Background: an optimization exercise with open tools, aiming at small area, a short achievable clock period and few clock cycles per item. Do not read the settings as production practice.
In this exercise RTL edits were held to simulation tests only and were not proved equivalent to the original.
Power is estimated from default activity; no workload was simulated.

File: flow/design.v
package cpmt_pkg;
  localparam int MAX_MARKS_DEF  = 64;
  localparam int COORD_BITS     = 11;
  localparam int SCORE_BITS     = 16;
  localparam int SLOT_BITS      = 6;
  localparam int COUNT_BITS     = 7;
  localparam int REQ_BITS       = 2;
  localparam int MD_BITS        = 8;
  localparam int CFG_IDX_BITS   = 3;
  localparam int CFG_DATA_BITS  = COORD_BITS + 1;
  localparam int RES_BITS       = 3 + SLOT_BITS + 2 * COORD_BITS + 1;
  localparam int RESQ_DEPTH     = 4;
  localparam int REGION_END_RST = 1 << COORD_BITS;
  localparam int MERGE_DIST_RST = 10;
  localparam logic [1:0] REQ_OFFER = 2'd0;
  localparam logic [1:0] REQ_READ  = 2'd1;
  localparam logic [1:0] REQ_CLEAR = 2'd2;
  localparam logic [2:0] ACT_INSERTED = 3'd0;
  localparam logic [2:0] ACT_REPLACED = 3'd1;
  localparam logic [2:0] ACT_KEPT     = 3'd2;
  localparam logic [2:0] ACT_DROPPED  = 3'd3;
  localparam logic [2:0] ACT_OUTSIDE  = 3'd4;
  localparam logic [2:0] ACT_READ     = 3'd5;
  localparam logic [2:0] ACT_CLEARED  = 3'd6;
endpackage
import cpmt_pkg::*;
module cpmt_cmd_fifo
(
  input  logic                  clk,
  input  logic                  rst_n,
  input  logic                  push,
  input  logic [RES_BITS-1:0]   din,
  input  logic                  pop,
  output logic [RES_BITS-1:0]   dout,
  output logic [COUNT_BITS-1:0] dout_count,
  output logic                  empty
);
  localparam int BD = RESQ_DEPTH - 1;    
  localparam int PW = $clog2(BD);
  logic [RES_BITS-1:0] buf_r [0:BD-1];
  logic [PW-1:0]       wp_r, rp_r;
  logic [BD:0]         bn_r, bn_nxt;     
  logic                buf_any, load, wr, rd;
  logic [RES_BITS-1:0] nxt;
  logic [2:0]          nxt_act;
  logic [COUNT_BITS-1:0] cnt_new;
  assign buf_any = !bn_r[0];
  assign load    = empty || pop;
  assign rd      = load && buf_any;
  assign wr      = push && !(load && !buf_any);
  assign nxt     = buf_any ? buf_r[rp_r] : din;
  assign nxt_act = nxt[RES_BITS-1 -: 3];
  assign cnt_new = (nxt_act == ACT_CLEARED)  ? '0 :
                   (nxt_act == ACT_INSERTED) ? dout_count + 1'b1 : dout_count;
  always_comb begin
    bn_nxt = bn_r;
    if (wr && !rd)      bn_nxt = {bn_r[BD-1:0], 1'b0};
    else if (rd && !wr) bn_nxt = {1'b0, bn_r[BD:1]};
  end
  always_ff @(posedge clk) begin
    if (!rst_n) begin
      wp_r       <= '0;
      rp_r       <= '0;
      bn_r       <= {{BD{1'b0}}, 1'b1};
      empty      <= 1'b1;
      dout_count <= '0;
      dout       <= '0;
    end else begin
      if (load) begin
        dout  <= nxt;
        empty <= !(buf_any || push);
        if (buf_any || push) dout_count <= cnt_new;
      end
      if (wr) wp_r <= (32'(wp_r) == BD - 1) ? '0 : wp_r + 1'b1;
      if (rd) rp_r <= (32'(rp_r) == BD - 1) ? '0 : rp_r + 1'b1;
      bn_r <= bn_nxt;
    end
  end
  always_ff @(posedge clk) begin
    if (wr) buf_r[wp_r] <= din;
  end
endmodule
import cpmt_pkg::*;
module cpmt_front
(
  input  logic                      clk,
  input  logic                      rst_n,
  input  logic                      cfg_we,
  input  logic [CFG_IDX_BITS-1:0]   cfg_index,
  input  logic [CFG_DATA_BITS-1:0]  cfg_data,
  output logic [COORD_BITS-1:0]     x_start,
  output logic [COORD_BITS:0]       x_end,
  output logic [COORD_BITS-1:0]     y_start,
  output logic [COORD_BITS:0]       y_end,
  output logic [MD_BITS-1:0]        md_m1,     
  output logic                      md_zero    
);
  always_ff @(posedge clk) begin
    if (!rst_n) begin
      x_start <= '0;
      x_end   <= (COORD_BITS+1)'(REGION_END_RST);
      y_start <= '0;
      y_end   <= (COORD_BITS+1)'(REGION_END_RST);
      md_m1   <= MD_BITS'(MERGE_DIST_RST - 1);
      md_zero <= 1'b0;
    end else if (cfg_we) begin
      case (cfg_index)
        3'd0: x_start <= cfg_data[COORD_BITS-1:0];
        3'd1: x_end   <= cfg_data[COORD_BITS:0];
        3'd2: y_start <= cfg_data[COORD_BITS-1:0];
        3'd3: y_end   <= cfg_data[COORD_BITS:0];
        3'd4: begin
          md_m1   <= cfg_data[MD_BITS-1:0] - 1'b1;
          md_zero <= (cfg_data[MD_BITS-1:0] == '0);
        end
        default: ;
      endcase
    end
  end
endmodule
import cpmt_pkg::*;
module cpmt_back
#(
  parameter int N = MAX_MARKS_DEF
) (
  input  logic                    clk,
  input  logic                    rst_n,
  input  logic                    c_v,
  input  logic [REQ_BITS-1:0]     c_req,
  input  logic [COORD_BITS-1:0]   c_x,
  input  logic [COORD_BITS-1:0]   c_y,
  input  logic [SCORE_BITS-1:0]   c_score,
  input  logic [SLOT_BITS-1:0]    c_slot,
  input  logic [COORD_BITS-1:0]   x_start,
  input  logic [COORD_BITS:0]     x_end,
  input  logic [COORD_BITS-1:0]   y_start,
  input  logic [COORD_BITS:0]     y_end,
  input  logic [MD_BITS-1:0]      md_m1,
  input  logic                    md_zero,
  output logic                    res_v,
  output logic [RES_BITS-1:0]     res
);
  localparam int CW = COORD_BITS;
  function automatic logic ge_c(input logic [COORD_BITS-1:0] a, input logic [COORD_BITS-1:0] b);
    logic c;
    c = 1'b1;
    for (int i = 0; i < COORD_BITS; i++) c = (a[i] & ~b[i]) | ((a[i] | ~b[i]) & c);
    ge_c = c;
  endfunction
  function automatic logic gt_c(input logic [COORD_BITS-1:0] a, input logic [COORD_BITS-1:0] b);
    logic c;
    c = 1'b0;
    for (int i = 0; i < COORD_BITS; i++) c = (a[i] & ~b[i]) | ((a[i] | ~b[i]) & c);
    gt_c = c;
  endfunction
  function automatic logic ge_s(input logic [SCORE_BITS-1:0] a, input logic [SCORE_BITS-1:0] b);
    logic c;
    c = 1'b1;
    for (int i = 0; i < SCORE_BITS; i++) c = (a[i] & ~b[i]) | ((a[i] | ~b[i]) & c);
    ge_s = c;
  endfunction
  logic [CW-1:0]         mx [0:N-1];
  logic [CW-1:0]         my [0:N-1];
  logic [SCORE_BITS-1:0] ms [0:N-1];
  logic [N-1:0]          held_r;      
  logic [COUNT_BITS-1:0] count_r;
  logic                  r_v;
  logic [1:0]            r_kind;      
  logic [CW-1:0]         r_x, r_y;
  logic [SCORE_BITS-1:0] r_score;
  logic [SLOT_BITS-1:0]  r_slot;
  logic [N-1:0]          r_hit, r_higher;
  logic          outside;
  logic [1:0]    s_kind;
  logic [CW:0]   xlo_s, ylo_s;        
  logic [CW:0]   xhi_s, yhi_s;        
  assign outside = (c_x < x_start) || ({1'b0, c_x} >= x_end) ||
                   (c_y < y_start) || ({1'b0, c_y} >= y_end);
  always_comb begin
    unique case (c_req)
      REQ_OFFER: s_kind = outside ? 2'd3 : 2'd0;
      REQ_READ:  s_kind = 2'd1;
      REQ_CLEAR: s_kind = 2'd2;
      default:   s_kind = 2'd3;
    endcase
  end
  assign xlo_s = {1'b0, c_x} - {4'b0, md_m1};
  assign ylo_s = {1'b0, c_y} - {4'b0, md_m1};
  assign xhi_s = {1'b0, c_x} + {4'b0, md_m1};
  assign yhi_s = {1'b0, c_y} + {4'b0, md_m1};
  logic                  b_v, b_none;
  logic [1:0]            b_kind;
  logic [CW-1:0]         b_x, b_y, xlo, xhi, ylo, yhi;
  logic [SCORE_BITS-1:0] b_score;
  logic [SLOT_BITS-1:0]  b_slot;
  always_ff @(posedge clk) begin
    if (!rst_n) b_v <= 1'b0;
    else        b_v <= c_v;
  end
  always_ff @(posedge clk) begin
    b_kind  <= s_kind;
    b_none  <= md_zero || (s_kind != 2'd0);    
    b_x     <= c_x;
    b_y     <= c_y;
    b_score <= c_score;
    b_slot  <= c_slot;
    xlo     <= xlo_s[CW] ? '0 : xlo_s[CW-1:0];
    ylo     <= ylo_s[CW] ? '0 : ylo_s[CW-1:0];
    xhi     <= xhi_s[CW] ? '1 : xhi_s[CW-1:0];
    yhi     <= yhi_s[CW] ? '1 : yhi_s[CW-1:0];
  end
  logic [N-1:0]  c_hit, c_higher;
  logic          c_fhit, c_fhigher;
  for (genvar k = 0; k < N; k++) begin : g_cmp
    assign c_hit[k]    = !b_none && ge_c(mx[k], xlo) && !gt_c(mx[k], xhi) &&
                                    ge_c(my[k], ylo) && !gt_c(my[k], yhi);
    assign c_higher[k] = !ge_s(ms[k], b_score);
  end
  assign c_fhit    = !b_none && ge_c(r_x, xlo) && !gt_c(r_x, xhi) &&
                                ge_c(r_y, ylo) && !gt_c(r_y, yhi);
  assign c_fhigher = !ge_s(r_score, b_score);
  always_ff @(posedge clk) begin
    if (!rst_n) r_v <= 1'b0;
    else        r_v <= b_v;
  end
  always_ff @(posedge clk) begin
    r_kind    <= b_kind;
    r_x       <= b_x;
    r_y       <= b_y;
    r_score   <= b_score;
    r_slot    <= b_slot;
  end
  logic [N-1:0] hit, higher, prior, first, ins_slot, wmask, sel, rd_dec, rd_sel;
  logic         is_offer, is_read, is_clear, any_hit, repl, room, rd_held;
  logic [SLOT_BITS-1:0] first_idx;
  logic [CW-1:0] sx, sy;
  assign is_offer = r_v && (r_kind == 2'd0);
  assign is_read  = (r_kind == 2'd1);
  assign is_clear = r_v && (r_kind == 2'd2);
  assign hit    = r_hit;
  assign higher = r_higher;
  always_comb begin
    prior[0] = 1'b0;
    for (int k = 1; k < N; k++) prior[k] = prior[k-1] | hit[k-1];
  end
  assign first    = hit & ~prior;
  assign any_hit  = |hit;
  assign repl     = |(first & higher);
  assign room     = !held_r[N-1];
  assign ins_slot = ~held_r & {held_r[N-2:0], 1'b1};
  assign wmask    = {N{is_offer}} & ((first & higher) | ({N{!any_hit}} & ins_slot));
  always_comb begin
    first_idx = '0;
    for (int k = 0; k < N; k++) if (first[k]) first_idx = first_idx | SLOT_BITS'(k);
  end
  always_comb begin
    for (int k = 0; k < N; k++) rd_dec[k] = (r_slot == SLOT_BITS'(k));
  end
  assign rd_held = |(rd_dec & held_r);
  assign rd_sel  = rd_dec & {N{is_read}};
  assign sel     = first | rd_sel;
  always_comb begin
    sx = '0;
    sy = '0;
    for (int k = 0; k < N; k++) begin
      sx = sx | (mx[k] & {CW{sel[k]}});
      sy = sy | (my[k] & {CW{sel[k]}});
    end
  end
  for (genvar k = 0; k < N; k++) begin : g_mark
    always_ff @(posedge clk) begin
      if (wmask[k]) begin
        mx[k] <= r_x;
        my[k] <= r_y;
        ms[k] <= r_score;
      end
    end
  end
  for (genvar k = 0; k < N; k++) begin : g_fold
    always_ff @(posedge clk) begin
      r_hit[k]    <= wmask[k] ? c_fhit    : (c_hit[k] && held_r[k] && !is_clear);
      r_higher[k] <= wmask[k] ? c_fhigher : c_higher[k];
    end
  end
  always_ff @(posedge clk) begin
    if (!rst_n || is_clear) begin
      held_r  <= '0;
      count_r <= '0;
    end else begin
      held_r <= held_r | wmask;
      if (is_offer && !any_hit && room) count_r <= count_r + 1'b1;
    end
  end
  logic [2:0]            a;
  logic [SLOT_BITS-1:0]  sl;
  logic [CW-1:0]         ex, ey;
  logic                  ev;
  always_comb begin
    a   = ACT_OUTSIDE;
    sl  = '0;
    ex  = '0;
    ey  = '0;
    ev  = 1'b0;
    unique case (r_kind)
      2'd0: begin
        if (any_hit) begin
          a  = repl ? ACT_REPLACED : ACT_KEPT;
          sl = first_idx;
          ex = repl ? r_x : sx;
          ey = repl ? r_y : sy;
          ev = 1'b1;
        end else if (room) begin
          a   = ACT_INSERTED;
          sl  = count_r[SLOT_BITS-1:0];
          ex  = r_x;
          ey  = r_y;
          ev  = 1'b1;
        end else begin
          a = ACT_DROPPED;
        end
      end
      2'd1: begin
        a  = ACT_READ;
        sl = r_slot;
        if (rd_held) begin
          ex = sx;
          ey = sy;
          ev = 1'b1;
        end
      end
      2'd2: begin
        a   = ACT_CLEARED;
      end
      default: ;
    endcase
  end
  assign res_v = r_v;
  assign res   = {a, sl, ex, ey, ev};
endmodule
import cpmt_pkg::*;
module corner_point_merge_table
#(
  parameter int MAX_MARKS = MAX_MARKS_DEF
) (
  input  logic                      clk,
  input  logic                      rst_n,
  input  logic                      in_push,
  output logic                      in_full,
  input  logic [REQ_BITS-1:0]       in_req_type,
  input  logic [COORD_BITS-1:0]     in_point_x,
  input  logic [COORD_BITS-1:0]     in_point_y,
  input  logic [SCORE_BITS-1:0]     in_point_score,
  input  logic [SLOT_BITS-1:0]      in_read_slot,
  output logic                      out_empty,
  input  logic                      out_pop,
  output logic [2:0]                out_action,
  output logic [SLOT_BITS-1:0]      out_slot_index,
  output logic [COORD_BITS-1:0]     out_entry_x,
  output logic [COORD_BITS-1:0]     out_entry_y,
  output logic                      out_entry_valid,
  output logic [COUNT_BITS-1:0]     out_mark_count,
  input  logic                      cfg_we,
  input  logic [CFG_IDX_BITS-1:0]   cfg_index,
  input  logic [CFG_DATA_BITS-1:0]  cfg_data
);
  logic [COORD_BITS-1:0] x_start, y_start;
  logic [COORD_BITS:0]   x_end, y_end;
  logic [MD_BITS-1:0]    md_m1;
  logic                  md_zero;
  cpmt_front u_front (
    .clk       (clk),
    .rst_n     (rst_n),
    .cfg_we    (cfg_we),
    .cfg_index (cfg_index),
    .cfg_data  (cfg_data),
    .x_start   (x_start),
    .x_end     (x_end),
    .y_start   (y_start),
    .y_end     (y_end),
    .md_m1     (md_m1),
    .md_zero   (md_zero)
  );
  logic [RESQ_DEPTH-1:0] fl_r, fl_nxt;
  logic                  take, res_pop;
  assign take    = in_push && !in_full;
  assign res_pop = out_pop && !out_empty;
  always_comb begin
    fl_nxt = fl_r;
    if (take && !res_pop)      fl_nxt = {fl_r[RESQ_DEPTH-2:0], 1'b1};
    else if (res_pop && !take) fl_nxt = {1'b0, fl_r[RESQ_DEPTH-1:1]};
  end
  always_ff @(posedge clk) begin
    if (!rst_n) begin
      fl_r    <= '0;
      in_full <= 1'b0;
    end else begin
      fl_r    <= fl_nxt;
      in_full <= fl_nxt[RESQ_DEPTH-1];
    end
  end
  logic                res_v;
  logic [RES_BITS-1:0] res, q_out;
  cpmt_back #(
    .N (MAX_MARKS)
  ) u_back (
    .clk     (clk),
    .rst_n   (rst_n),
    .c_v     (take),
    .c_req   (in_req_type),
    .c_x     (in_point_x),
    .c_y     (in_point_y),
    .c_score (in_point_score),
    .c_slot  (in_read_slot),
    .x_start (x_start),
    .x_end   (x_end),
    .y_start (y_start),
    .y_end   (y_end),
    .md_m1   (md_m1),
    .md_zero (md_zero),
    .res_v   (res_v),
    .res     (res)
  );
  cpmt_cmd_fifo u_resq (
    .clk        (clk),
    .rst_n      (rst_n),
    .push       (res_v),
    .din        (res),
    .pop        (out_pop),
    .dout       (q_out),
    .dout_count (out_mark_count),
    .empty      (out_empty)
  );
  assign {out_action, out_slot_index, out_entry_x, out_entry_y, out_entry_valid} = q_out;
endmodule
File: flow/flow/run.sh
#!/bin/bash
# Standard synthesis, then the standard layout steps with timing repair aimed
# at more setup slack than the clock period alone asks for. Each step's full
# output goes to its own log file here.
set -euo pipefail
bash standard.sh synth > synth.log 2>&1
bash standard.sh SETUP_SLACK_MARGIN=10.6 TNS_END_PERCENT=5 finish > layout.log 2>&1
File: flow/standard.sh
#!/bin/bash
# synth_recipe.tcl (not shown) runs the flow's synth.tcl, then flattens the netlist and writes it again
# the make line also repeats each setting of config.mk as NAME=value (left out here)
make -C /OpenROAD-flow-scripts/flow DESIGN_CONFIG=/design/flow/config.mk WORK_HOME=/design/flow/orfs CLKGATE_MAP_FILE= SYNTH_SCRIPT=/design/flow/synth_recipe.tcl "${@:-finish}"
File: flow/config.mk
export PLATFORM = sky130hd
export DESIGN_NAME = corner_point_merge_table
export DESIGN_NICKNAME = corner_point_merge_table
export VERILOG_FILES = /design/flow/design.v
export SDC_FILE = /design/flow/constraint.sdc
export NUM_CORES = 4
export LEC_CHECK = 0
export CAP_MARGIN = 20
export CORE_MARGIN = 2
export CORE_UTILIZATION = 50
export SLEW_MARGIN = 20
File: flow/constraint.sdc
create_clock -name core_clock -period 15.0 [get_ports {clk}]
set_input_delay 3.0000 -clock core_clock [delete_from_list [all_inputs] [get_ports {clk}]]
set_output_delay 3.0000 -clock core_clock [all_outputs]
set_load 0.01 [all_outputs]
==> results.json, run 1 <==
{
  "status": "complete, no violations",
  "cts_tree": "yes",
  "ant_nets": 0,
  "synth.top_cells.by_area": "edfxtp_1 (50%), maj3_1 (12%), dfxtp_1 (5.9%)",
  "final_critical_path_setup_slack_ns": 10.19,
  "required_ns": 15.85,
  "antenna_found_initial": 27,
  "grt_pass1_vias": 118000,
  "p_per_area_mw_per_mm2": 119,
  "pwr-share-clk_pct": 40.3,
  "grtUsageTotal_pct": 42.3,
  "hpwl_um": 446000,
  "routedWlPerCell_um": 38.3,
  "finalCritPeriodShare_pct": 32.1,
  "maxCapViolations": 0,
  "grtUsageMet2_pct": 62.1,
  "fin_nets": 13500,
  "clk_latency_ns": 0.99,
  "final_cell_area_mm2": 0.177,
  "cts-root-buf": "clkbuf_16",
  "netlist.area_leader.share_pct": 50.2,
  "fin_cells": 17600,
  "via_count": 126000,
  "first_iter_violations": 22600,
  "fillerInstances": 24200,
  "synth-edff-count": 2528,
  "fin_setup_tns_ns": 0,
  "grt_setup_unrepaired": "yes",
  "fp-row-count": 201,
  "finalCriticalPeriod_ns": 4.81,
  "slew_violations": 0,
  "grt_max_degree": 70,
  "critPathCaptureType": "flop",
  "die_x_um": 554,
  "met1_usage_pct": 55.3,
  "die_h_um": 554,
  "worstPathMaxFanout": 18,
  "ios": 107,
  "initial_core_util_pct": 50.3,
  "hold_path.class": "flop to flop",
  "yosys_most_used_dff": "edfxtp_1",
  "core-area_mm2": 0.300,
  "grt-ovfl-total": 0,
  "mostFrequentLayoutCell": "edfxtp_1",
  "max_slew.worst_pin.slew_ns": 1.22,
  "max_slew_margin_pct": 18.0,
  "ctsLongestPathBuffers": 4,
  "ys_seq_elements": 2974,
  "clock_skew_ns": 0.0671,
  "cts_buffers": 333,
  "dpl_worst_slack_ns": 8.64,
  "placed_area_mm2": 0.158,
  "p_seq_share_pct": 43.5,
  "p_int_w": 0.0150,
  "pwr-share-comb_pct": 16.2,
  "ys_warn_count": 7,
  "routed_wl_um": 676000,
  "gp_congestion": 1.05,
  "dr.pass1.iters": 13,
  "p_sw_share_pct": 28.2,
  "arrival_ns": 5.66,
  "grt_use_met3_pct": 10.6,
  "seq_area_frac_synth_pct": 56.1,
  "synth_top_area_cell": "edfxtp_1",
  "synthesis.area_mm2": 0.151,
  "layout_common_cells": "edfxtp_1 (2528), maj3_1 (1598), inv_1 (826)",
  "fmax_ghz": 0.208,
  "leakage_nw": 59.1,
  "place_inst": 16700,
  "syn_avg_cell_area_um2": 11.6,
  "port_buffers": 106,
  "cts-hold-fix-buffers": 0,
  "syn_inst": 13000,
  "htree_levels": 5,
  "hold_violations": 0,
  "grt-busiest-layer": "met2",
  "cts_sinks": 2974,
  "ir_worst_vdd_mv": 0.101,
  "vias_per_cell": 7.12,
  "whs_ns": 0.326,
  "layout-drive-gt1-share_pct": 16.1,
  "setup_viol": 0,
  "startpoint_type": "flop",
  "dieArea_mm2": 0.307,
  "clk_pin_slew_ns": 0.07,
  "power.switching_w": 0.00591,
  "synth_nets": 13200,
  "drc": 0,
  "grt_pass1_wl_um": 926000,
  "syn2layout_area_growth_pct": 16.9,
  "ys_types": 103,
  "synthArstFlopShare_pct": 0,
  "path_class": "flop to flop"
}
synthesized netlist by cell type (24+ instances only):
| library cell | instances |
|---|---|
| inv_1 | 866 |
| a21o_1 | 82 |
| and3_1 | 46 |
| ha_1 | 80 |
| nor3b_1 | 26 |
| a221o_1 | 42 |
| or3_1 | 24 |
| a2111oi_0 | 43 |
| nand3_1 | 160 |
| o21ai_1 | 24 |
| a21boi_0 | 40 |
| a22o_1 | 123 |
| nand3b_1 | 36 |
| mux2i_1 | 63 |
| maj3_2 | 92 |
| a221oi_1 | 246 |
| a2bb2oi_1 | 30 |
| o32ai_1 | 37 |
| nor2_1 | 633 |
| dfxtp_1 | 446 |
| clkbuf_1 | 616 |
| o31ai_1 | 42 |
| o2111ai_1 | 59 |
| edfxtp_1 | 2528 |
| o22ai_1 | 318 |
| o22a_1 | 31 |
| o211ai_1 | 84 |
| nand2_1 | 744 |
| nor3_1 | 118 |
| a22oi_1 | 368 |
| o221ai_1 | 105 |
| nor2b_1 | 195 |
| a31oi_1 | 99 |
| a222oi_1 | 231 |
| o21ai_0 | 577 |
| nand4_1 | 153 |
| a21oi_1 | 774 |
| buf_2 | 91 |
| a211oi_1 | 91 |
| nand2b_1 | 203 |
| nor4_1 | 50 |
| buf_4 | 27 |
| buf_1 | 114 |
| maj3_1 | 1866 |
final timing paths:
path              cells past startpoint                startpoint  slack, ns                  endpoint
hold / removal                        0  u_back.b_slot[3]$_DFF_P_       0.33  u_back.r_slot[3]$_DFF_P_
hold reg to reg                       0  u_back.b_slot[3]$_DFF_P_       0.33  u_back.r_slot[3]$_DFF_P_
setup reg to reg                     14  u_back.xlo[1]$_SDFF_PN0_      10.19  u_back.r_hit[14]$_DFF_P_
setup / recovery                     14  u_back.xlo[1]$_SDFF_PN0_      10.19  u_back.r_hit[14]$_DFF_P_
through the flow:
step / util (%) / total power, W
detailed placement: 52.6 / 0.0122
CTS: 58.2 / 0.0207
global route: 58.8 / 0.0214
finish: 58.8 / 0.0210
global placement: 52.6 / 0.0122
floorplan: - / 0.0109
sequential cells by signal, summed over array words and instances (netlist names), 7 cells and up, named ones only:
name / count
u_back.xlo: 11
u_back.xhi: 11
u_back.held_r: 64
u_back.b_score: 16
u_back.r_higher: 64
u_back.ylo: 11
u_back.r_score: 16
u_front.x_end: 12
u_back.mx: 704
u_resq.dout: 32
u_front.md_m1: 8
u_back.r_hit: 64
u_front.x_start: 11
u_front.y_end: 12
u_back.yhi: 11
u_back.my: 704
u_back.r_x: 11
u_back.b_y: 11
u_back.b_x: 11
u_back.ms: 1024
u_resq.dout_count: 7
u_back.r_y: 11
u_front.y_start: 11
u_resq.buf_r: 96
timing repair:
item / 4_1_cts / 5_1_grt
cloned: 48 / 16
pin swaps: 207 / 149
setup buffers: 165 / 70
setup endpoints to repair: 2574 / 1345
resized for setup: 892 / 377
layout make-up:
class                           count  area [µm²]  share of cell area [%]
Sequential cell                  2974       85100                    48.1
Timing Repair Buffer              844        9450                    5.35
Antenna cell                       29        72.6                  0.0411
Multi-Input combinational cell   8325       62700                    35.5
Clock inverter                    154        1750                   0.988
Clock buffer                      453        9310                    5.27
Tap cell                         3958        4950                    2.80
Inverter                          891        3450                    1.95
power by group through the flow:
stage | Sequential, W | Clock [W] | Combinational (W)
2_1_floorplan | 0.00929 | 0 | 0.00164
3_3_place_gp | 0.00929 | 0 | 0.00286
3_5_place_dp | 0.00929 | 0 | 0.00287
4_1_cts | 0.00911 | 0.00846 | 0.00317
5_1_grt | 0.00911 | 0.00878 | 0.00346
6_report | 0.00912 | 0.00844 | 0.00340
worst max-delay path, stage by stage, from the launching register on:
cell and delay [ns]:
dfxtp_4 0.44, buf_12 0.22, buf_16 0.20, a21oi_1 0.07
o22a_1 0.18, maj3_1 0.36, maj3_1 0.37, maj3_1 0.39
maj3_1 0.39, maj3_1 0.41, maj3_1 0.48, maj3_1 0.49
maj3_1 0.39, a22oi_1 0.16, o32ai_1 0.11
cells by family (layout without fill, tap and decap cells):
group,count (synthesis),count (layout),share of synthesized area [%]
AO/OA/AOI/OAI,3685,3688,17.0
flip-flops,2974,2974,56.1
AND/OR/NAND/NOR,2487,2492,7.95
adder cells (fa/ha/maj),2042,2042,13.8
buffers and inverters,1747,2342,4.51
multiplexers,66,66,0.440
XOR/XNOR,37,37,0.214
other,0,29,0
routing by layer:
metal	wire length, µm	up-vias
met4	57500	20
li1	-	51300
met2	284000	9988
met5	146	-
met3	82000	2240
met1	252000	62000
Testbench counts, summed over its fixed seeds: cycles 6,384, items 6,360.
==> run 2, diff against run 1 <==
--- a/flow/design.v
+++ b/flow/design.v
@@ -164,4 +164,4 @@
   logic [SCORE_BITS-1:0] ms [0:N-1];
-  logic [N-1:0]          held_r;      
   logic [COUNT_BITS-1:0] count_r;
+  logic [N-1:0]          held;        
   logic                  r_v;
@@ -248,4 +248,9 @@
   assign repl     = |(first & higher);
-  assign room     = !held_r[N-1];
-  assign ins_slot = ~held_r & {held_r[N-2:0], 1'b1};
+  always_comb begin
+    for (int k = 0; k < N; k++) begin
+      held[k]     = count_r > COUNT_BITS'(k);
+      ins_slot[k] = count_r == COUNT_BITS'(k);
+    end
+  end
+  assign room     = !count_r[COUNT_BITS-1];
   assign wmask    = {N{is_offer}} & ((first & higher) | ({N{!any_hit}} & ins_slot));
@@ -258,3 +263,3 @@
   end
-  assign rd_held = |(rd_dec & held_r);
+  assign rd_held = {1'b0, r_slot} < count_r;
   assign rd_sel  = rd_dec & {N{is_read}};
@@ -280,3 +285,3 @@
     always_ff @(posedge clk) begin
-      r_hit[k]    <= wmask[k] ? c_fhit    : (c_hit[k] && held_r[k] && !is_clear);
+      r_hit[k]    <= wmask[k] ? c_fhit    : (c_hit[k] && held[k] && !is_clear);
       r_higher[k] <= wmask[k] ? c_fhigher : c_higher[k];
@@ -286,6 +291,4 @@
     if (!rst_n || is_clear) begin
-      held_r  <= '0;
       count_r <= '0;
     end else begin
-      held_r <= held_r | wmask;
       if (is_offer && !any_hit && room) count_r <= count_r + 1'b1;
--- a/flow/config.mk
+++ b/flow/config.mk
@@ -9,3 +9,4 @@
 export CORE_MARGIN = 2
-export CORE_UTILIZATION = 50
+export CORE_UTILIZATION = 60
+export PLACE_DENSITY = 0.68
 export SLEW_MARGIN = 20
==> run 2 against run 1 <==
Compared with the run above:
- sequential power decreased by 2%
- fmax decreased by 1.6%
- still clean on timing, DRC and antenna
- flip-flop and latch count decreased by 63
- via count decreased by 0.63%
- largest power group unchanged
==> results.json, run 2 <==
{
  "yosysMostFrequentCell": "edfxtp_1",
  "netlist.area_leader.share_pct": 50.3,
  "fillerInstances": 17400,
  "yosys_most_used_dff": "edfxtp_1",
  "synthesis.area_mm2": 0.151,
  "synth-xor-area-share_pct": 0.180,
  "maxCapViolations": 0,
  "finalCritPeriodShare_pct": 32.6,
  "ir_worst_vdd_mv": 0.138,
  "grt-ovfl-total": 0,
  "hold_start": "u_back.b_y[4]$_DFF_P_",
  "vias_per_cell": 7.47,
  "rrSetupSlack_ns": 10.11,
  "cts_sinks": 2911,
  "arrival_ns": 5.63,
  "synth_top_family_by_area": "compound AO/OA/AOI/OAI gates",
  "die_x_um": 505,
  "clk_pin_slew_ns": 0.06,
  "p_per_area_mw_per_mm2": 114,
  "drc": 0,
  "path_class": "flop to flop",
  "port_buffers": 106,
  "core-area_mm2": 0.251,
  "clk_latency_ns": 0.95,
  "syn_inst": 12800,
  "regMostFlops": "u_back.ms",
  "hold_violations": 0,
  "post_synth_and_or_nand_nor_area_fraction_pct": 8.56,
  "route.met3.wl_um": 86000,
  "synthMuxAreaShare_pct": 0.417,
  "required_ns": 15.74,
  "fin_nets": 13200,
  "dpl_worst_slack_ns": 8.55,
  "htree_levels": 5,
  "initial_core_util_pct": 60.2,
  "layout_common_cells": "edfxtp_1 (2528), maj3_1 (1571), nand2_1 (757)",
  "regArea_mm2": 0.0838,
  "cts_buffers": 322,
  "synth.top_cells.by_area": "edfxtp_1 (50%), maj3_1 (11%), dfxtp_1 (5.1%)",
  "worstPathMaxFanout": 18,
  "syn_avg_cell_area_um2": 11.8,
  "synthAdderAreaFrac_pct": 15.3,
  "cts_tree": "yes",
  "wl_met1_um": 218000,
  "clock_skew_ns": 0.0888,
  "gp_congestion": 1.03,
  "largest_register_ffs": 1024,
  "synth_compound_area_share_pct": 16.2,
  "synth_nets": 13000,
  "whs_ns": 0.325,
  "via_count": 125000,
  "finalCriticalPeriod_ns": 4.89,
  "synth_top_area_cell": "edfxtp_1",
  "ys_seq_elements": 2911,
  "ys_warn_count": 7,
  "layout-drive-gt1-share_pct": 17.4,
  "fin_setup_tns_ns": 0,
  "leakage_nw": 57.5,
  "dr.pass1.iters": 11,
  "first_iter_violations": 24000,
  "place_inst": 15900,
  "multi_input_area_mm2": 0.0647,
  "fp-row-count": 184,
  "startpoint_type": "flop",
  "crit_start": "u_back.count_r[2]$_SDFFE_PP0P_",
  "antenna_found_initial": 32,
  "wl_met2_um": 266000,
  "top_layer_used": "met5",
  "final_util_pct": 69.4,
  "worstReg2RegEnd": "u_back.r_hit[11]$_DFF_P_",
  "reg.largest.list": "u_back.ms (1024), u_back.mx (704), u_back.my (704)",
  "mostFrequentLayoutCell": "edfxtp_1",
  "ant_nets": 0,
  "grt_setup_unrepaired": "yes",
  "syn2layout_area_growth_pct": 15.3,
  "fmax_ghz": 0.204,
  "cts-hold-fix-buffers": 0,
  "grtUsageTotal_pct": 46.5,
  "fin_cells": 16700,
  "setup_viol": 0,
  "synthArstFlopShare_pct": 0,
  "endpoint": "u_back.r_hit[11]$_DFF_P_",
  "final_critical_path_setup_slack_ns": 10.11,
  "max_slew_margin_pct": 13.4,
  "ctsLongestPathBuffers": 4,
  "hold_path.class": "flop to flop",
  "dieArea_mm2": 0.256,
  "ios": 107,
  "synth_commonest_cells": "edfxtp_1 (2528), maj3_1 (1657), nand2_1 (772)",
  "seq_area_frac_synth_pct": 55.4,
  "r2r_cells": 12,
  "grt_pass1_vias": 118000,
  "hpwl_um": 408000,
  "reg2reg_from": "u_back.count_r[2]$_SDFFE_PP0P_",
  "status": "complete, no violations",
  "synth-edff-count": 2528,
  "slew_violations": 0,
  "max_slew.worst_pin.slew_ns": 1.29,
  "routedWlPerCell_um": 37.5,
  "grt_max_degree": 72,
  "cts-root-buf": "clkbuf_16",
  "critPathCaptureType": "flop",
  "grt_pass1_wl_um": 866000,
  "die_h_um": 505,
  "routed_wl_um": 626000,
  "ys_types": 114
}
==> run 2: cell count changes after synthesis, moves of 55 or more <==
cell,before,now
inv_1,866,633
o22ai_1,318,239
maj3_1,1866,1657
o21ai_0,577,477
a221oi_1,246,191
nand2b_1,203,291
maj3_2,92,471
dfxtp_1,446,383
nor2b_1,195,268
==> run 2: report_power, final <==
| part | switching, W | internal (W) | total (W) | leakage, nW |
|---|---|---|---|---|
| registers | 0.0000867 | 0.00886 | 0.00895 | 25.9 |
| logic | 0.00199 | 0.00112 | 0.00311 | 26.6 |
| clock network | 0.00337 | 0.00445 | 0.00782 | 4.96 |
==> run 2: cells by family after synthesis <==
| kind of cell | Yosys count |
|---|---|
| buffers and inverters | 1501 |
| adders and majority gates | 2219 |
| and+or+nand+nor | 2636 |
| DFF | 2911 |
| muxes | 62 |
| xor gates and xnor gates | 31 |
| AOI/OAI and AO/OA | 3463 |
==> run 2: timing repair <==
action / CTS / global route
resized for setup: 403 / 598
endpoints found under the setup margin: 2879 / 2134
buffers inserted: 80 / 106
pin swaps: 52 / 164
cloned: 31 / 31
==> run 2: worst min-delay path by stage <==
| stage | slack, ns | depth (start not counted) | end |
|---|---|---|---|
| CTS | 0.32 | 0 | u_back.r_y[10]$_DFF_P_ |
| global route | 0.33 | 0 | u_back.r_x[10]$_DFF_P_ |
| detailed placement | 0.31 | 0 | u_back.r_x[8]$_DFF_P_ |
| finish | 0.33 | 0 | u_back.r_y[4]$_DFF_P_ |
| global placement | 0.31 | 0 | u_back.r_y[4]$_DFF_P_ |
| floorplan | 0.31 | 0 | u_back.r_kind[0]$_DFF_P_ |
==> run 2: layout make-up <==
type | count | area share [%]
antenna | 28 | 0.0403
clock buffer | 439 | 5.10
clock inverter | 134 | 0.739
inverter | 657 | 1.55
multi-input combinational | 8415 | 37.2
sequential | 2911 | 48.1
tap | 3348 | 2.41
timing repair buffer | 765 | 4.80
timing repair inverter | 9 | 0.0410
==> run 2: per-stage QoR <==
step	total power, W	area [µm²]
2_1_floorplan	0.0108	151000
3_3_place_gp	0.0118	157000
3_5_place_dp	0.0118	157000
4_1_cts	0.0196	170000
5_1_grt	0.0202	174000
6_report	0.0199	174000
==> run 2: worst max-delay path, cell delays in order, from the launching register on <==
cell	delay (ns)
dfxtp_1	1.07
clkinvlp_4	0.21
buf_4	0.26
o21ai_1	0.10
buf_4	0.23
nand2_1	0.22
nand2_1	0.14
nand2_1	0.21
a2111oi_0	0.37
o211ai_1	0.26
a311oi_1	0.56
o21ai_0	0.30
o41ai_4	0.75
==> run 2: routing by layer <==
metal / up-vias / GRT usage [%]
met5: - / 0
li1: 50500 / -
met2: 11200 / 68.2
met3: 2488 / 12.2
met1: 60500 / 60.2
met4: 16 / 32.9
Testbench counts of run 2, summed over its fixed seeds: cycles 6,384, items 6,360.
==> run 3, diff against run 2 <==
--- a/flow/config.mk
+++ b/flow/config.mk
@@ -9,4 +9,4 @@
 export CORE_MARGIN = 2
-export CORE_UTILIZATION = 60
-export PLACE_DENSITY = 0.68
+export CORE_UTILIZATION = 50
+export CTS_BUF_LIST = sky130_fd_sc_hd__clkbuf_8
 export SLEW_MARGIN = 20
==> run 3 against run 2 <==
Compared with the run above:
- worst setup slack lost 0.017 ns
- worst hold slack lost 0.0058 ns
- global-route usage shrank 6.3 points
- clock power shrank 5.4%
- register-to-register slack lost 0.02 ns
- sequential share of layout area shrank 0.26 points
==> results.json, run 3 <==
{
  "status": "complete, no violations",
  "crit_start": "u_back.xhi[0]$_SDFF_PP1_",
  "hold_violations": 0,
  "cp_num_buf_inv": 3,
  "largest_register_ffs": 1024,
  "mostFrequentLayoutCell": "edfxtp_1",
  "synth_top_family_by_area": "compound AO/OA/AOI/OAI gates",
  "fmax_ghz": 0.204,
  "synthAdderAreaFrac_pct": 15.3,
  "antenna_found_initial": 36,
  "multi_input_area_mm2": 0.0646,
  "finalCritPeriodShare_pct": 32.7,
  "fin_setup_tns_ns": 0,
  "ios": 107,
  "synth_nets": 13000,
  "layout-drive-gt1-share_pct": 19.6,
  "synthArstFlopShare_pct": 0,
  "via_count": 122000,
  "synthesis.area_mm2": 0.151,
  "fp-row-count": 201,
  "post_synth_and_or_nand_nor_area_fraction_pct": 8.56,
  "ys_seq_elements": 2911,
  "routed_wl_um": 654000,
  "layout_common_cells": "edfxtp_1 (2528), maj3_1 (1560), inv_1 (761)",
  "synth_commonest_cells": "edfxtp_1 (2528), maj3_1 (1657), nand2_1 (772)",
  "syn_avg_cell_area_um2": 11.8,
  "max_slew_margin_pct": 12.7,
  "r2r_cells": 15,
  "die_h_um": 553,
  "htree_levels": 6,
  "hpwl_um": 431000,
  "synth.top_cells.by_area": "edfxtp_1 (50%), maj3_1 (11%), dfxtp_1 (5.1%)",
  "ys_types": 114,
  "final_cell_area_mm2": 0.175,
  "startpoint_type": "flop",
  "drc": 0,
  "clock_skew_ns": 0.0839,
  "grt_pass1_wl_um": 887000,
  "path_class": "flop to flop",
  "leakage_nw": 58.3,
  "maxCapViolations": 0,
  "fin_cells": 17700,
  "power_w": 0.0195,
  "cts_buffers": 527,
  "synth_compound_area_share_pct": 16.2,
  "dieArea_mm2": 0.306,
  "required_ns": 16.01,
  "ctsLongestPathBuffers": 4,
  "clk_latency_ns": 1.22,
  "crit_top_cell": "maj3_2",
  "hold_start": "u_back.b_y[4]$_DFF_P_",
  "cts-root-buf": "clkbuf_8",
  "max_slew.worst_pin.slew_ns": 1.30,
  "synth-xor-area-share_pct": 0.180,
  "yosysMostFrequentCell": "edfxtp_1",
  "crit_chain": "buf_12, buf_6, buf_16, nor2b_4, maj3_2, maj3_2, maj3_2, maj3_2, maj3_2, maj3_2, maj3_2, maj3_2, maj3_2, maj3_2, o41ai_4",
  "initial_core_util_pct": 50.3,
  "place_inst": 16500,
  "p_per_area_mw_per_mm2": 111,
  "grt-ovfl-total": 0,
  "vias_per_cell": 6.90,
  "placed_area_mm2": 0.158,
  "finalCriticalPeriod_ns": 4.91,
  "synthMuxAreaShare_pct": 0.417,
  "seq_area_frac_synth_pct": 55.4,
  "cts_tree": "yes",
  "ir_worst_vdd_mv": 0.0971,
  "fin_nets": 13500,
  "grt_pass1_vias": 116000,
  "grtUsageTotal_pct": 40.3,
  "path_delay_family": "adder cells",
  "worstReg2RegEnd": "u_back.r_hit[12]$_DFF_P_",
  "yosys_most_used_dff": "edfxtp_1",
  "core-area_mm2": 0.300,
  "reg.largest.list": "u_back.ms (1024), u_back.mx (704), u_back.my (704)",
  "syn_inst": 12800,
  "cp_num_cells": 15,
  "synth-edff-count": 2528,
  "ant_nets": 0,
  "grt_setup_unrepaired": "yes",
  "syn2layout_area_growth_pct": 16.0,
  "critPathSlowestCell": "o41ai_4",
  "worstPathMaxFanout": 6,
  "setup_viol": 0,
  "netlist.area_leader.share_pct": 50.3,
  "port_buffers": 106,
  "dr.pass1.iters": 13,
  "endpoint": "u_back.r_hit[12]$_DFF_P_",
  "gp_congestion": 1.00,
  "regArea_mm2": 0.0838,
  "whs_ns": 0.319,
  "regMostFlops": "u_back.ms",
  "slowest_delay_ns": 0.64,
  "arrival_ns": 5.91,
  "rrSetupSlack_ns": 10.09,
  "fillerInstances": 24600,
  "ys_warn_count": 7,
  "cts_sinks": 2911,
  "synth_top_area_cell": "edfxtp_1",
  "reg2reg_from": "u_back.xhi[0]$_SDFF_PP1_",
  "critPathCaptureType": "flop",
  "slew_violations": 0,
  "clk_pin_slew_ns": 0.06,
  "routedWlPerCell_um": 36.9,
  "die_x_um": 553,
  "hold_path.class": "flop to flop",
  "first_iter_violations": 19700,
  "grt_max_degree": 77
}
-- run 3: per-stage QoR --
step	utilization, %	worst slack, ns
3_5_place_dp	52.6	8.55
2_1_floorplan	-	9.68
3_3_place_gp	52.6	8.43
5_1_grt	58.3	10.11
6_report	58.3	10.09
4_1_cts	56.9	10.20
-- run 3: power by group --
part           leakage [nW]  switching [W]  internal, W
clock network          5.82        0.00362      0.00378
logic                  26.5        0.00200      0.00114
registers              25.9      0.0000996      0.00886
-- run 3: what timing repair did --
action | CTS | global route
hold buffers | 0 | 0
gates resized for setup | 640 | 578
setup buffers | 61 | 144
hold endpoints to repair | 0 | 0
cloned | 27 | 39
pin swaps | 53 | 201
endpoints found under the setup margin | 2782 | 2349
-- run 3: area by class of cell --
type | count | share of cell area (%)
Antenna cell | 29 | 0.0415
Sequential cell | 2911 | 47.9
Clock inverter | 347 | 1.13
Timing Repair inverter | 5 | 0.0293
Timing Repair Buffer | 806 | 5.05
Clock buffer | 591 | 4.65
Inverter | 657 | 1.51
Multi-Input combinational cell | 8417 | 36.9
Tap cell | 3958 | 2.83
-- run 3: worst min path at each step --
stage	endpoint	slack (ns)	cells after the start
after global routing	u_back.r_y[4]$_DFF_P_	0.32	0
after CTS	u_back.r_y[4]$_DFF_P_	0.32	0
after floorplan	u_back.r_kind[0]$_DFF_P_	0.31	0
final	u_back.r_y[4]$_DFF_P_	0.32	0
after global placement	u_back.r_y[5]$_DFF_P_	0.31	0
after detailed placement	u_back.r_x[5]$_DFF_P_	0.31	0
-- run 3: cell families (layout without fill, tap and decap cells) --
| logic type | count (synthesis) | count (layout) |
|---|---|---|
| AND/OR/NAND/NOR | 2636 | 2640 |
| buffers and inverters | 1501 | 2406 |
| XOR/XNOR | 31 | 31 |
| other | 0 | 29 |
| adder cells (fa/ha/maj) | 2219 | 2219 |
| multiplexers | 62 | 62 |
| flip-flops | 2911 | 2911 |
| AO/OA/AOI/OAI | 3463 | 3465 |
-- run 3: worst register-to-register path, cell delays in order (launching register included) --
cell and delay, ns:
dfxtp_4 0.36, buf_12 0.17, buf_6 0.14, buf_16 0.14
nor2b_4 0.06, maj3_2 0.29, maj3_2 0.34, maj3_2 0.33
maj3_2 0.31, maj3_2 0.32, maj3_2 0.32, maj3_2 0.32
maj3_2 0.35, maj3_2 0.32, maj3_2 0.33, o41ai_4 0.64
-- run 3: metal layers --
| metal | routed length [µm] | GRT usage [%] | vias to the layer above | share of wire, % |
|---|---|---|---|---|
| met2 | 283000 | 60.1 | 8700 | 43 |
| met4 | 44700 | 24.1 | 8 | 6.8 |
| met5 | 151 | 0.297 | - | 0.023 |
| li1 | - | - | 51100 | - |
| met3 | 73000 | 8.68 | 1791 | 11 |
| met1 | 253000 | 53.9 | 60700 | 39 |
==> run 4, diff against run 3 <==
--- a/flow/flow/run.sh
+++ b/flow/flow/run.sh
@@ -6,2 +6,2 @@
 bash standard.sh synth > synth.log 2>&1
-bash standard.sh SETUP_SLACK_MARGIN=10.6 TNS_END_PERCENT=5 finish > layout.log 2>&1
+bash standard.sh SETUP_SLACK_MARGIN=10.4 TNS_END_PERCENT=5 finish > layout.log 2>&1
--- a/flow/config.mk
+++ b/flow/config.mk
@@ -9,3 +9,3 @@
 export CORE_MARGIN = 2
-export CORE_UTILIZATION = 50
+export CORE_UTILIZATION = 55
 export CTS_BUF_LIST = sky130_fd_sc_hd__clkbuf_8
==> run 4 against run 3 <==
Compared with the run above:
- still clean
- combinational power decreased by 5%
- core utilization increased by 4.4 points
- sequential power about the same
- largest power group unchanged
- total power decreased by 2.5%
- critical path depth decreased by 6
- non-clock buffer count decreased by 144
- largest cell class unchanged
==> results.json, run 4 <==
{
  "clk_latency_ns": 1.23,
  "largest_register_ffs": 1024,
  "clk_pin_slew_ns": 0.07,
  "pwr-share-clk_pct": 37.2,
  "finalCriticalPeriod_ns": 5.04,
  "ys_types": 114,
  "hpwl_um": 414000,
  "drc": 0,
  "max_slew.worst_pin.slew_ns": 1.34,
  "hold_violations": 0,
  "cts_tree": "yes",
  "arrival_ns": 5.79,
  "yosys_most_used_dff": "edfxtp_1",
  "synth_top_area_cell": "edfxtp_1",
  "grt_pass1_vias": 117000,
  "setup_viol": 0,
  "ant_nets": 0,
  "dr.pass1.iters": 13,
  "worstPathMaxFanout": 34,
  "synth.top_cells.by_area": "edfxtp_1 (50%), maj3_1 (11%), dfxtp_1 (5.1%)",
  "seq_area_frac_synth_pct": 55.4,
  "routedWlPerCell_um": 36.0,
  "fmax_ghz": 0.198,
  "die_x_um": 528,
  "syn2layout_area_growth_pct": 13.5,
  "hold_path.class": "flop to flop",
  "reg.largest.list": "u_back.ms (1024), u_back.mx (704), u_back.my (704)",
  "critPathCaptureType": "flop",
  "core-area_mm2": 0.273,
  "htree_levels": 5,
  "cts_sinks": 2911,
  "grtUsageTotal_pct": 42.5,
  "synthesis.area_mm2": 0.151,
  "startpoint_type": "flop",
  "power.switching_w": 0.00548,
  "dieArea_mm2": 0.279,
  "synth-edff-count": 2528,
  "grt_pass1_wl_um": 859000,
  "syn_inst": 12800,
  "mostFrequentLayoutCell": "edfxtp_1",
  "maxCapViolations": 0,
  "fp-row-count": 192,
  "routed_wl_um": 618000,
  "synthArstFlopShare_pct": 0,
  "p_sw_share_pct": 28.8,
  "slew_violations": 0,
  "whs_ns": 0.302,
  "cts-root-buf": "clkbuf_8",
  "required_ns": 15.76,
  "ys_warn_count": 7,
  "ys_seq_elements": 2911,
  "ir_worst_vdd_mv": 0.114,
  "fin_setup_tns_ns": 0,
  "initial_core_util_pct": 55.2,
  "finalCritPeriodShare_pct": 33.6,
  "cts-hold-fix-buffers": 0,
  "p_seq_share_pct": 47.1,
  "p_int_w": 0.0135,
  "layout-drive-gt1-share_pct": 17.3,
  "ctsLongestPathBuffers": 4,
  "fin_nets": 13300,
  "antenna_found_initial": 32,
  "grt_setup_unrepaired": "yes",
  "leakage_nw": 56.8,
  "grt_max_degree": 77,
  "first_iter_violations": 20600,
  "synth_nets": 13000,
  "cts_buffers": 481,
  "syn_avg_cell_area_um2": 11.8,
  "pwr-share-comb_pct": 15.7,
  "synth_commonest_cells": "edfxtp_1 (2528), maj3_1 (1657), nand2_1 (772)",
  "status": "complete, no violations",
  "path_class": "flop to flop",
  "die_h_um": 528,
  "grt-ovfl-total": 0,
  "layout_common_cells": "edfxtp_1 (2528), maj3_1 (1602), nand2_1 (759)",
  "yosysMostFrequentCell": "edfxtp_1",
  "gp_congestion": 1.01,
  "clock_skew_ns": 0.113,
  "ios": 107,
  "via_count": 122000,
  "netlist.area_leader.share_pct": 50.3,
  "p_per_area_mw_per_mm2": 111,
  "max_slew_margin_pct": 10.6,
  "port_buffers": 106,
  "vias_per_cell": 7.11,
  "regMostFlops": "u_back.ms"
}
[run 4: cell counts after synthesis]
Identical to the previous run, type by type.
[run 4: metal layers]
metal  vias to the layer above  routed length, µm  global-route usage [%]
met4                         8              46800                    26.3
met2                      9500             268000                    63.8
met3                      2118              73800                    9.87
li1                      50600                  -                       -
met5                         -                 41                       0
met1                     59700             229000                    56.0
[run 4: cell type report]
| type | count | area (µm²) |
|---|---|---|
| fill | 21200 | 102000 |
| sequential | 2911 | 83800 |
| multi-input combinational | 8414 | 63800 |
| clock buffer | 544 | 7490 |
| timing repair buffer | 662 | 6980 |
| tap | 3589 | 4490 |
| inverter | 657 | 2640 |
| clock inverter | 357 | 2050 |
| timing repair inverter | 5 | 46.3 |
| antenna | 11 | 27.5 |
[run 4: kinds of logic after synthesis]
family / Yosys count / share of synthesized area [%]
compound gates: 3463 / 16.2
flops: 2911 / 55.4
simple gates: 2636 / 8.56
fa+ha+maj: 2219 / 15.3
buf+inv: 1501 / 3.98
mux: 62 / 0.417
xor+xnor: 31 / 0.180
[run 4: path summary, 6_finish.rpt]
kind                                                     start                         end  slack (ns)  cells past startpoint
worst max-delay path            u_back.count_r[5]$_SDFFE_PP0P_  u_back.my[0][10]$_DFFE_PP_        9.96                      9
worst min register to register           u_back.b_x[5]$_DFF_P_       u_back.r_x[5]$_DFF_P_        0.30                      0
worst max register to register  u_back.count_r[5]$_SDFFE_PP0P_  u_back.my[0][10]$_DFFE_PP_        9.96                      9
worst min-delay path                     u_back.b_x[5]$_DFF_P_       u_back.r_x[5]$_DFF_P_        0.30                      0
[run 4: power by group through the flow]
stage	registers [W]	logic [W]	clock network (W)
floorplan	0.00912	0.00170	0
global placement	0.00913	0.00262	0
detailed placement	0.00913	0.00266	0
CTS	0.00896	0.00280	0.00709
global route	0.00896	0.00308	0.00742
finish	0.00896	0.00298	0.00708
[run 4: what timing repair did]
action / in CTS / in global routing
endpoints found under the setup margin: 2745 / 2144
cloned: 28 / 14
pin swaps: 58 / 87
setup buffers: 75 / 38
resized for setup: 552 / 297
[run 4: per-stage QoR]
step           total power (W)  utilization, %  cell area (µm²)  instances  setup WS (ns)
4_1_cts                 0.0188            62.1           170000      17100          10.18
5_1_grt                 0.0195            62.7           171000      17100          10.04
3_5_place_dp            0.0118            57.5           157000      16100           8.26
2_1_floorplan           0.0108               -           151000      12800           9.13
6_report                0.0190            62.7           171000      17200           9.96
3_3_place_gp            0.0118            57.5           157000      16100           8.24
[run 4: worst max-delay path, cell delays in order (launching register included)]
cell and delay (ns):
dfxtp_1 0.34, nor2_2 0.10, buf_4 0.32, nand2_1 0.80, nor3_4 0.97, nand2_1 0.54
o21ai_0 0.29, nand2_1 0.34, inv_2 0.26, buf_4 0.56

-- re-timing with driven ports --
The results above use ideal ports. As a check the final layouts listed here were re-extracted and re-timed, cells and wires unchanged.
Step 1: set_driving_cell puts a clkbuf_16 on clk and a buf_2 on each other input, an assumption about the parent block.
Step 2 also shifts input and output timing later by t, the mid clock arrival at the registers, as if the neighbouring blocks saw the same clock.
Three values: no drivers, after step 1, after step 2; two values: the first two.
run | t (ns) | setup slack, ns | worst setup path after step 2 | latest minus earliest clock arrival (ns) | pins driven straight from the clock port
run 1 | 1.062 | 10.188 / 10.175 / 9.317 | input to register | 0.068 / 0.068 | 1
run 2 | 1.018 | 10.110 / 10.061 / 9.348 | input to register | 0.091 / 0.091 | 1
run 3 | 1.285 | 10.092 / 10.092 / 9.380 | input to register | 0.084 / 0.084 | 1
run 4 | 1.271 | 9.961 / 9.961 / 9.249 | input to register | 0.114 / 0.114 | 1
After both steps every run listed still meets setup and hold. The setup slack of run 1, which loses most, moves by -0.013 ns with the drivers and by -0.871 ns with both steps.
